From an optimization exercise on the open Yosys and OpenROAD flow, aimed at small area and a short achievable clock period; shortcuts taken in it are not production practice.
Function was checked by simulation only, so behaviour that the tests miss may differ from the original.

run 1:
Design dcm_top, start of the top module:
module dcm_top (
    input  logic        clk,
    input  logic        rst,
    input  logic        sig_in,
    input  logic        wb_cyc,
    input  logic        wb_stb,
    input  logic        wb_we,
    input  logic [1:0]  wb_adr,
    input  logic [31:0] wb_dat_w,
    output logic [31:0] wb_dat_r,
    output logic        wb_ack
);
Size: roughly 1100 cells after synthesis, roughly 270 flip-flops, roughly 73 I/O pins, about 13000 um^2 of cells after synthesis.
clock: 68.0 ns
lec_check: 0
cap_margin: 20
core_margin: 2
core_utilization: 55
cts_buf_list: sky130_fd_sc_hd__clkbuf_16
cts_cluster_diameter: 120
cts_cluster_size: 24
place_density: 0.68
slew_margin: 20
standard.sh (not shown) runs the stock make flow with config.mk's settings and CLKGATE_MAP_FILE= SYNTH_SCRIPT=/design/flow/synth_recipe.tcl, a recipe that flattens the netlist after the stock synthesis.
==> flow/flow/run.sh <==
#!/bin/bash
# Standard ORFS layout with plain buffers on the ports instead of the delay
# buffers buffer_ports picks by default. Every tool's output is kept in a log
# file in the work folder.
set -euo pipefail
export BUFFER_PORTS_ARGS="-buffer_cell sky130_fd_sc_hd__buf_2"
bash standard.sh > standard.log 2>&1
Inputs modified between run 1 and run 2:
# run 1
export LEC_CHECK = 0
export CAP_MARGIN = 20
export CORE_MARGIN = 2
export CORE_UTILIZATION = 55
export CTS_BUF_LIST = sky130_fd_sc_hd__clkbuf_16
export CTS_CLUSTER_DIAMETER = 120
export CTS_CLUSTER_SIZE = 24
export PLACE_DENSITY = 0.68
export SLEW_MARGIN = 20
create_clock -name core_clock -period 68.0 [get_ports {clk}]
# run 2
export LEC_CHECK = 0
export CAP_MARGIN = 20
export CORE_MARGIN = 2
export CORE_UTILIZATION = 40
export SLEW_MARGIN = 20
create_clock -name core_clock -period 68.0 [get_ports {clk}]
## What came out
- Sort run 2 and run 1 by total half-perimeter wirelength after legalization and detailed placement, ascending, and run 1 comes first.
- Run 1 has higher non-clock buffer total of the final layout than run 2.
- Compared to run 1, the routing of run 2 uses more wire.
- Run 2 vs run 1, final area went up by 3.4%.
The inputs of run 3 differ from those of run 2 as listed below.
# run 2
export LEC_CHECK = 0
export CAP_MARGIN = 20
export CORE_MARGIN = 2
export CORE_UTILIZATION = 40
export SLEW_MARGIN = 20
create_clock -name core_clock -period 68.0 [get_ports {clk}]
# run 3
export LEC_CHECK = 0
export CAP_MARGIN = 20
export CORE_MARGIN = 2
export CORE_UTILIZATION = 60
export PLACE_DENSITY = 0.72
export SLEW_MARGIN = 20
create_clock -name core_clock -period 68.0 [get_ports {clk}]
[summary]
Cmp run 2 and run 3 / total die area / higher: run 2
| number of core rows | run 3 vs run 2 | 12 lower |
Diff run 2..run 3 | non-clock inverter total of the final layout | unchanged
Count of buffers not belonging to the clock network in the layout came out higher on run 3 than on run 2.
Compared with run 2, placed instance area in run 3 decreased slightly.
Re area fraction of clock buffers and clock inverters: run 2 was lower than run 3.
Clock buffer instance count of the final layout (higher): run 3

* * *

Another version of the RTL of dcm_top (not shown whole).
For scale: ~840 cells after synthesis, about 280 flip-flops, about 73 I/O pins.
==> flow/config.mk <==
export PLATFORM = sky130hd
export DESIGN_NAME = dcm_top
export DESIGN_NICKNAME = dcm_top
export VERILOG_FILES = /design/flow/design.v
export SDC_FILE = /design/flow/constraint.sdc
export NUM_CORES = 4
export LEC_CHECK = 0
export CAP_MARGIN = 0
export CORE_MARGIN = 2
export CORE_UTILIZATION = 70
export CTS_BUF_LIST = sky130_fd_sc_hd__clkbuf_16
export CTS_CLUSTER_DIAMETER = 150
export CTS_CLUSTER_SIZE = 30
export PLACE_DENSITY = 0.82
export SLEW_MARGIN = 0
==> flow/constraint.sdc <==
create_clock -name core_clock -period 68.0 [get_ports {clk}]
set_input_delay 13.6000 -clock core_clock [delete_from_list [all_inputs] [get_ports {clk}]]
set_output_delay 13.6000 -clock core_clock [all_outputs]
set_load 0.01 [all_outputs]
==> flow/flow/run.sh <==
#!/bin/bash
# Standard ORFS layout, with three changes to how it is made:
#  - synthesis maps with an ABC script that recovers more area (flow/abc_speed.script,
#    used through a copy of ORFS's scripts folder; nothing else in it changes);
#  - plain buffers on the ports instead of the delay buffers buffer_ports picks by default;
#  - a clock tree without dummy loads.
# Every tool's output is kept in a log file in the work folder.
set -euo pipefail
work=$(pwd)
rm -rf "$work/abc_scripts"
cp -r "$FLOW_HOME/scripts" "$work/abc_scripts"
cp "$work/flow/abc_speed.script" "$work/abc_scripts/abc_speed.script"
export BUFFER_PORTS_ARGS="-buffer_cell sky130_fd_sc_hd__buf_2"
export CTS_ARGS="-sink_clustering_enable -repair_clock_nets -sink_clustering_size 30 -sink_clustering_max_diameter 150 -buf_list sky130_fd_sc_hd__clkbuf_16 -dont_use_dummy_load"
SCRIPTS_DIR="$work/abc_scripts" bash standard.sh synth > synth.log 2>&1
bash standard.sh > standard.log 2>&1
==> flow/flow/abc_speed.script <==
&get -n
&st
&syn3
&dch
&nf -R 100 -p
&put
topo
stime -c
dnsize -c
The starting point went through all stages and came out clean.
Edit:
CORE_UTILIZATION = 65   (was 70)
PLACE_DENSITY = 0.78   (was 0.82)
Cell area rose by 0.33%.
Critical path depth is unchanged.
Wire length fell by 0.52%.
Worst hold slack got worse by 0.015 ns.
Global-route usage fell by 1.6 points.
Non-clock buffer count rose by 4.
Core utilization fell by 5.6 points.
Setup slack got worse by 0.020 ns.
Via count fell by 2.3%.
Die area rose by 7.5%.
Edit:
CORE_UTILIZATION = 76   (was 65)
PLACE_DENSITY = 0.86   (was 0.78)
The new run ran to the end with no violations.
Cell area drops by 0.57%.
Sequential share of layout area climbs by 0.35 points.
Wire length climbs by 0.69%.
First-iteration DRC count climbs by 13%.
Area after synthesis does not change.
Flip-flop and latch count is unchanged.
Setup slack loses 0.013 ns.
Critical path depth is unchanged.
Global-route usage climbs by 4.1 points.
Edit:
==> flow/flow/abc_speed.script (replaced) <==
&get -n
&st
&syn3
&dch
&nf -R 100 -p
&put
buffer -c
topo
stime -c
upsize -c
dnsize -c
CORE_UTILIZATION = 65   (was 76)
PLACE_DENSITY = 0.78   (was 0.86)
=> The changed run completed without violations. Critical path depth stays the same. Worst setup slack gets better by 0.028 ns. Routed wire length went down by 4.8%. Clock skew is about the same. Hold slack gets better by 0.0061 ns.

==> separate check: timing with driven ports <==
The flow's constraints put no driver on any port. The routed layouts listed below were extracted and timed again, unchanged, in two steps. Step 1: set_driving_cell puts a clkbuf_16 on clk and a buf_2 on each other input, an assumption about the parent block. Step 2 adds t to the input delays and takes it off the output delays; t is the mean of the earliest and latest rising clock arrival at the registers after step 1. Input paths then give back, and output paths get back, about the clock's delay inside the block. a / b / c = no drivers / after step 1 / after step 2; a / b = the first two.
run	t, ns	setup slack, ns	worst slew at a driven data input, ns
run 1	0.533	53.343 / 53.298 / 53.321	0.04
run 2	0.568	53.348 / 53.299 / 53.287	0.03
run 3	0.566	53.352 / 53.301 / 53.072	0.03
the first run of note 2	0.508	53.394 / 53.347 / 53.262	0.04
the second run of note 2	0.509	53.374 / 53.327 / 53.327	0.03
the third run of note 2	0.531	53.361 / 53.315 / 53.256	0.04
the fourth run of note 2	0.506	53.390 / 53.343 / 53.006	0.03
After both steps every run listed still meets setup and hold. The setup slack of the fourth run of note 2, which loses most, moves by -0.047 ns with the drivers and by -0.384 ns with both steps.
